Background: an optimization exercise with open tools, aiming at small area and a short achievable clock period. Do not read the settings as production practice.
In this exercise RTL edits were held to simulation tests only and were not proved equivalent to the original.
Power is estimated from default activity; no workload was simulated.

==> flow/design.v (outline; a module is shown in full before it is edited, if it fits) <==
// module programCounter: 27 lines
// module instrDecoder: 45 lines
// module regFile: 42 lines
// module aluUnit: 34 lines
// module mulLo32: 809 lines
// module instrMem: 29 lines
// module dataMem: 27 lines
// module riscCore: 66 lines
module riscCore (
	input  wire        clk,
	input  wire        rst,
	input  wire        run,
	input  wire        prog_we,
	input  wire [5:0]  prog_addr,
	input  wire [31:0] prog_data,
	output wire [31:0] pc,
	output wire        store_valid,
	output wire [5:0]  store_addr,
	output wire [31:0] store_data
);
  // ...
==> flow/flow/run.sh <==
#!/bin/bash
set -euo pipefail
bash standard.sh SETUP_SLACK_MARGIN=8.9 finish > flow_make.log 2>&1
==> flow/standard.sh <==
#!/bin/bash
# synth_recipe.tcl (not shown) runs the flow's synth.tcl, then flattens the netlist and writes it again
# the make line also repeats each setting of config.mk as NAME=value (left out here)
make -C /OpenROAD-flow-scripts/flow DESIGN_CONFIG=/design/flow/config.mk WORK_HOME=/design/flow/orfs CLKGATE_MAP_FILE= SYNTH_SCRIPT=/design/flow/synth_recipe.tcl "${@:-finish}"
==> flow/config.mk <==
export PLATFORM = sky130hd
export DESIGN_NAME = riscCore
export DESIGN_NICKNAME = riscCore
export VERILOG_FILES = /design/flow/design.v
export SDC_FILE = /design/flow/constraint.sdc
export NUM_CORES = 4
export LEC_CHECK = 0
export CAP_MARGIN = 20
export CORE_MARGIN = 2
export CORE_UTILIZATION = 30
export PLACE_DENSITY = 0.45
export SLEW_MARGIN = 20
==> flow/constraint.sdc <==
create_clock -name core_clock -period 16.0 [get_ports {clk}]
set_input_delay 3.2000 -clock core_clock [delete_from_list [all_inputs] [get_ports {clk}]]
set_output_delay 3.2000 -clock core_clock [all_outputs]
set_load 0.01 [all_outputs]
==> reports/metrics.cfg, run 1 <==
[logic_synthesis]
synth_mux_area_frac = 0.0194
ys_top_cells_by_count = 4566 x edfxtp_1, 1367 x a22oi_1, 1166 x nand2_1
synth.largest_area_cell = edfxtp_1
yosysWarnings = 10

[final_layout]
nFillCells = 64600
stdcell_count = 25300
final_util = 0.372
non_clock_buffer_count = 1591
nMultiInputCombCells = 8515
seq_area_frac = 0.552

[placed_design]
dpl-instance-area_mm2 = 0.223
dp.cells = 23600

[power]
ir_worst_vdd_uv = 983
p_clk_mw = 12.0

[timing]
min_period_over_period = 0.461
slew_violations = 0
timing.final.ws_setup_ps = 8620
fin_crit_ps = 7380
fin_tns_setup_ps = 0

[setup_path]
r2r-end = a[11]
endpoint = a[11]
crit_fanout = 32
crit_arrival_ps = 8370

[run_status]
status = no timing/DRC/antenna violations

[hold_path]
whs_endpoint = u_imem.mem[0][20]

[floorplan]
die_w_um = 833
start_util = 0.301

[global_route]
grt_use_met2 = 0.457

[routing]
drt_iter0_markers = 32300
wl_met2_mm = 477

==> module riscCore, before the edit <==
module riscCore (
	input  wire        clk,
	input  wire        rst,
	input  wire        run,
	input  wire        prog_we,
	input  wire [5:0]  prog_addr,
	input  wire [31:0] prog_data,
	output wire [31:0] pc,
	output wire        store_valid,
	output wire [5:0]  store_addr,
	output wire [31:0] store_data
);
	corePkg::pword_t iw;           
	corePkg::word_t  a, b;         
	corePkg::pword_t progWord, memWord, runWord, zeroWord, holdWord, nextWord;
	corePkg::word_t  result, loadData, aNext, bNext;
	logic [5:0]      seqIdx, tgtIdx, runIdx, memIdx;
	logic [7:0]      memAddr;
	logic [4:0]      rd, ra, rb;
	logic            taken, isSw, writes, regWe, holdHit, seqHit, tgtHit, runHit;
	assign isSw    = (iw[23:22] == corePkg::M_OTHER) && (iw[21:20] == corePkg::S_SW);
	assign writes  = (iw[23:22] == corePkg::M_ADDI) ||
	                 ((iw[23:22] == corePkg::M_OTHER) && (iw[21:20] != corePkg::S_SW));
	assign rd      = ((iw[23:22] == corePkg::M_OTHER) && (iw[21:20] == corePkg::S_R)) ? iw[14:10] : iw[9:5];
	assign regWe   = run && writes && (rd != 5'd0);
	assign memAddr = a[7:0] + iw[17:10];
	assign memIdx  = memAddr[7:2];
	assign store_valid = run && isSw;
	assign store_addr  = memIdx;
	assign store_data  = b;
	instrDecoder u_dec (.ins(prog_data), .pw(progWord));
	programCounter u_pc (
		.clk(clk), .rst(rst), .run(run), .taken(taken), .off(iw[21:10]),
		.pc(pc), .seqIdx(seqIdx), .tgtIdx(tgtIdx), .runIdx(runIdx)
	);
	instrMem u_imem (
		.clk(clk), .we(prog_we), .waddr(prog_addr), .wdata(progWord),
		.rIdx(runIdx), .rWord(memWord), .zeroWord(zeroWord)
	);
	aluUnit u_alu (
		.a(a), .b(b), .iw(iw), .loadData(loadData),
		.result(result), .taken(taken)
	);
	dataMem u_dmem (
		.clk(clk), .rst(rst), .we(run && isSw), .index(memIdx),
		.wdata(b), .rdata(loadData)
	);
	assign holdHit  = prog_we && (prog_addr == pc[7:2]);
	assign seqHit   = prog_we && (prog_addr == seqIdx);
	assign tgtHit   = prog_we && (prog_addr == tgtIdx);
	assign runHit   = taken ? tgtHit : seqHit;
	assign runWord  = runHit ? progWord : memWord;
	assign holdWord = holdHit ? progWord : iw;
	assign nextWord = rst ? zeroWord : (run ? runWord : holdWord);
	assign ra = run ? runWord[4:0] : holdWord[4:0];
	assign rb = run ? runWord[9:5] : holdWord[9:5];
	regFile u_regs (
		.clk(clk), .rst(rst), .we(regWe), .rd(rd), .wdata(result),
		.ra(ra), .rb(rb), .aNext(aNext), .bNext(bNext)
	);
	always_ff @(posedge clk) begin
		iw <= nextWord;
		a  <= aNext;
		b  <= bNext;
	end
endmodule
==> inputs of run 2 (changes only) <==
--- a/flow/design.v
+++ b/flow/design.v
@@ -1060,6 +1060,7 @@
 	output wire [31:0] store_data
 );
 	corePkg::pword_t iw;           
+	logic            iwSw;         
 	corePkg::word_t  a, b;         
 	corePkg::pword_t progWord, memWord, runWord, zeroWord, holdWord, nextWord;
 	corePkg::word_t  result, loadData, aNext, bNext;
@@ -1067,7 +1068,7 @@
 	logic [7:0]      memAddr;
 	logic [4:0]      rd, ra, rb;
 	logic            taken, isSw, writes, regWe, holdHit, seqHit, tgtHit, runHit;
-	assign isSw    = (iw[23:22] == corePkg::M_OTHER) && (iw[21:20] == corePkg::S_SW);
+	assign isSw    = iwSw;
 	assign writes  = (iw[23:22] == corePkg::M_ADDI) ||
 	                 ((iw[23:22] == corePkg::M_OTHER) && (iw[21:20] != corePkg::S_SW));
 	assign rd      = ((iw[23:22] == corePkg::M_OTHER) && (iw[21:20] == corePkg::S_R)) ? iw[14:10] : iw[9:5];
@@ -1109,6 +1110,7 @@
 	);
 	always_ff @(posedge clk) begin
 		iw <= nextWord;
+		iwSw <= (nextWord[23:22] == corePkg::M_OTHER) && (nextWord[21:20] == corePkg::S_SW);
 		a  <= aNext;
 		b  <= bNext;
 	end
==> flow/flow/run.sh (replaced) <==
#!/bin/bash
# The standard layout, with two changes to how it is made:
#  - ORFS's timing repair (floorplan, CTS and global-route steps) aims for a
#    setup slack margin of 9.05 ns at the design's clock, so that it works on
#    the paths down to about 6.95 ns;
#  - flow/fastroute.tcl sets the global router's layer capacities.
# make's full output goes to flow_make.log; ORFS keeps each step's log
# under orfs/logs/.
set -euo pipefail
bash standard.sh SETUP_SLACK_MARGIN=9.05 FASTROUTE_TCL="$PWD/flow/fastroute.tcl" finish > flow_make.log 2>&1
==> flow/flow/fastroute.tcl (new file) <==
# Global-routing layer capacities: met1 and met2, which the cells' pins and
# power rails crowd, get larger reductions than the platform's flat 0.2, so
# the global router sends more wiring to met3 and met4.
set_global_routing_layer_adjustment met1 0.6
set_global_routing_layer_adjustment met2 0.4
set_global_routing_layer_adjustment met3-met5 0.2

set_routing_layers -clock $::env(MIN_CLK_ROUTING_LAYER)-$::env(MAX_ROUTING_LAYER)
set_routing_layers -signal $::env(MIN_ROUTING_LAYER)-$::env(MAX_ROUTING_LAYER)
--- a/flow/config.mk
+++ b/flow/config.mk
@@ -8,5 +8,7 @@
 export CAP_MARGIN = 20
 export CORE_MARGIN = 2
 export CORE_UTILIZATION = 30
+export CTS_CLUSTER_DIAMETER = 60
+export CTS_CLUSTER_SIZE = 20
 export PLACE_DENSITY = 0.45
 export SLEW_MARGIN = 20
==> run 2 against run 1 <==
  * Synthesized cell count rose by 0.92%
  * Synthesized area up 0.38%
  * The flow now stops in global routing (5_1_grt)
==> reports/metrics.cfg, run 2 <==
[run_status]
error = [ERROR GRT-0232] Routing congestion too high. Check the congestion heatmap in the GUI.
failed_stage = global routing (5_1_grt)
status = stopped before the end

[clock_network]
cts_sinks = 4734
htreeDepth = 5
cts_buffers = 399
clockRootBuffer = clkbuf_16
cts_hold_buf = 0
clock_path_buffers = 4

[logic_synthesis]
ys_top_cells_by_count = 4562 x edfxtp_1, 1260 x a22oi_1, 1075 x nand2_1
async_flop_share = 0
yosysMostFrequentCell = edfxtp_1
seq_area_frac_synth = 0.679
syn_nets = 15200
synth.largest_area_cell = edfxtp_1
synth-main-ff-cell = edfxtp_1
synth_cell_type_count = 96
synthCells = 14800
synthDominantCellAreaShare = 0.662
syn_area_per_cell_um2 = 14.0
netlist_area_mm2 = 0.207
netlist_top_cells_area = edfxtp_1 66%, a22oi_1 4.6%, a221oi_1 2.8%
synth_edf_count = 4562
yosysWarnings = 10  ; unchanged
synth_seq_cells = 4734

[floorplan]
start_util = 0.300  ; -0.000349
num_rows = 305
ioPinCount = 113
dieHeight_um = 834
die_w_um = 834  ; +0.19%

[placed_design]
place.gp.congestion = 1.02
hpwlAfterDp_mm = 634
io_buffers = 111
dp_slack_ps = 4910

[global_route]
grt_max_degree = 74
grt_remaining_overflow = 1
track_usage = 0.424

-- run 2: changes by cell type after synthesis, sizes merged, moves of 37 or more --
cell / previous run / this run
nand2: 1168 / 1076
nor4: 139 / 93
a222oi: 152 / 108
a21oi: 434 / 477
mux2i: 262 / 318
clkbuf: 729 / 828
a221oi: 592 / 664
a22o: 532 / 623
o21ai: 413 / 376
nand3: 405 / 486
a22oi: 1369 / 1260
-- run 2: worst max path at each step --
stage / depth (start not counted) / end
detailed placement: 26 / a[17]
global placement: 26 / b[7]
floorplan: 8 / iw[12]
CTS: 30 / b[19]
-- run 2: per-stage QoR --
stage	instance area (um2)	cells	utilization	hold WS (ps)	power, mW
floorplan	207000	14800	-	438	28.8
global placement	223000	23700	0.325	483	39.3
detailed placement	224000	23700	0.325	491	39.4
CTS	249000	25000	0.362	510	55.5
-- run 2: cell families after synthesis --
group,after synthesis,synth area share
flops,4734,0.679
mux,398,0.0208
compound gates,4286,0.156
other cells,1,0.0000181
simple gates,3207,0.0738
xor+xnor,228,0.00965
buf+inv,1484,0.0284
fa+ha+maj,440,0.0325
-- run 2: power groups by stage --
stage | Sequential, mW | Combinational, mW | Clock [mW]
after CTS | 16.0 | 28.7 | 10.8
after detailed placement | 16.3 | 23.1 | 0
after global placement | 16.3 | 23.0 | 0
after floorplan | 15.9 | 12.9 | 0
-- run 2: what timing repair did --
action	CTS
endpoints found under the setup margin	1496
gates resized for setup	1182
pin swaps	247
buffers inserted	443
cloned	87
-- run 2: routing by layer --
metal  global-route usage  overflow
met1                0.532         0
met2                0.535         1
met4                0.322         0
met3                0.343         0
met5                0.127         0

[re-timing with driven ports]
Ports are ideal in the flow. The routed layout listed here was re-timed in OpenROAD. Step 1: set_driving_cell puts a clkbuf_16 on clk and a buf_2 on each other input, an assumption about the parent block. Step 2 times the ports against the registers' clock, not the clock port: input delays grow and output delays shrink by t, the midpoint of the rising clock arrivals with the driver on. a / b / c = ideal / step 1 / step 2; a / b = the first two.
run: run 1
shift t [ns]: 1.264
slack for setup (ns): 8.621 / 8.621 / 7.376
worst hold slack (ns): 0.508 / 0.508 / 0.508
worst setup path at the end: input to register
After both steps run 1 still meets setup and hold. For run 1, drivers alone change the setup slack by 0.000 ns; drivers and shift together by -1.245 ns.
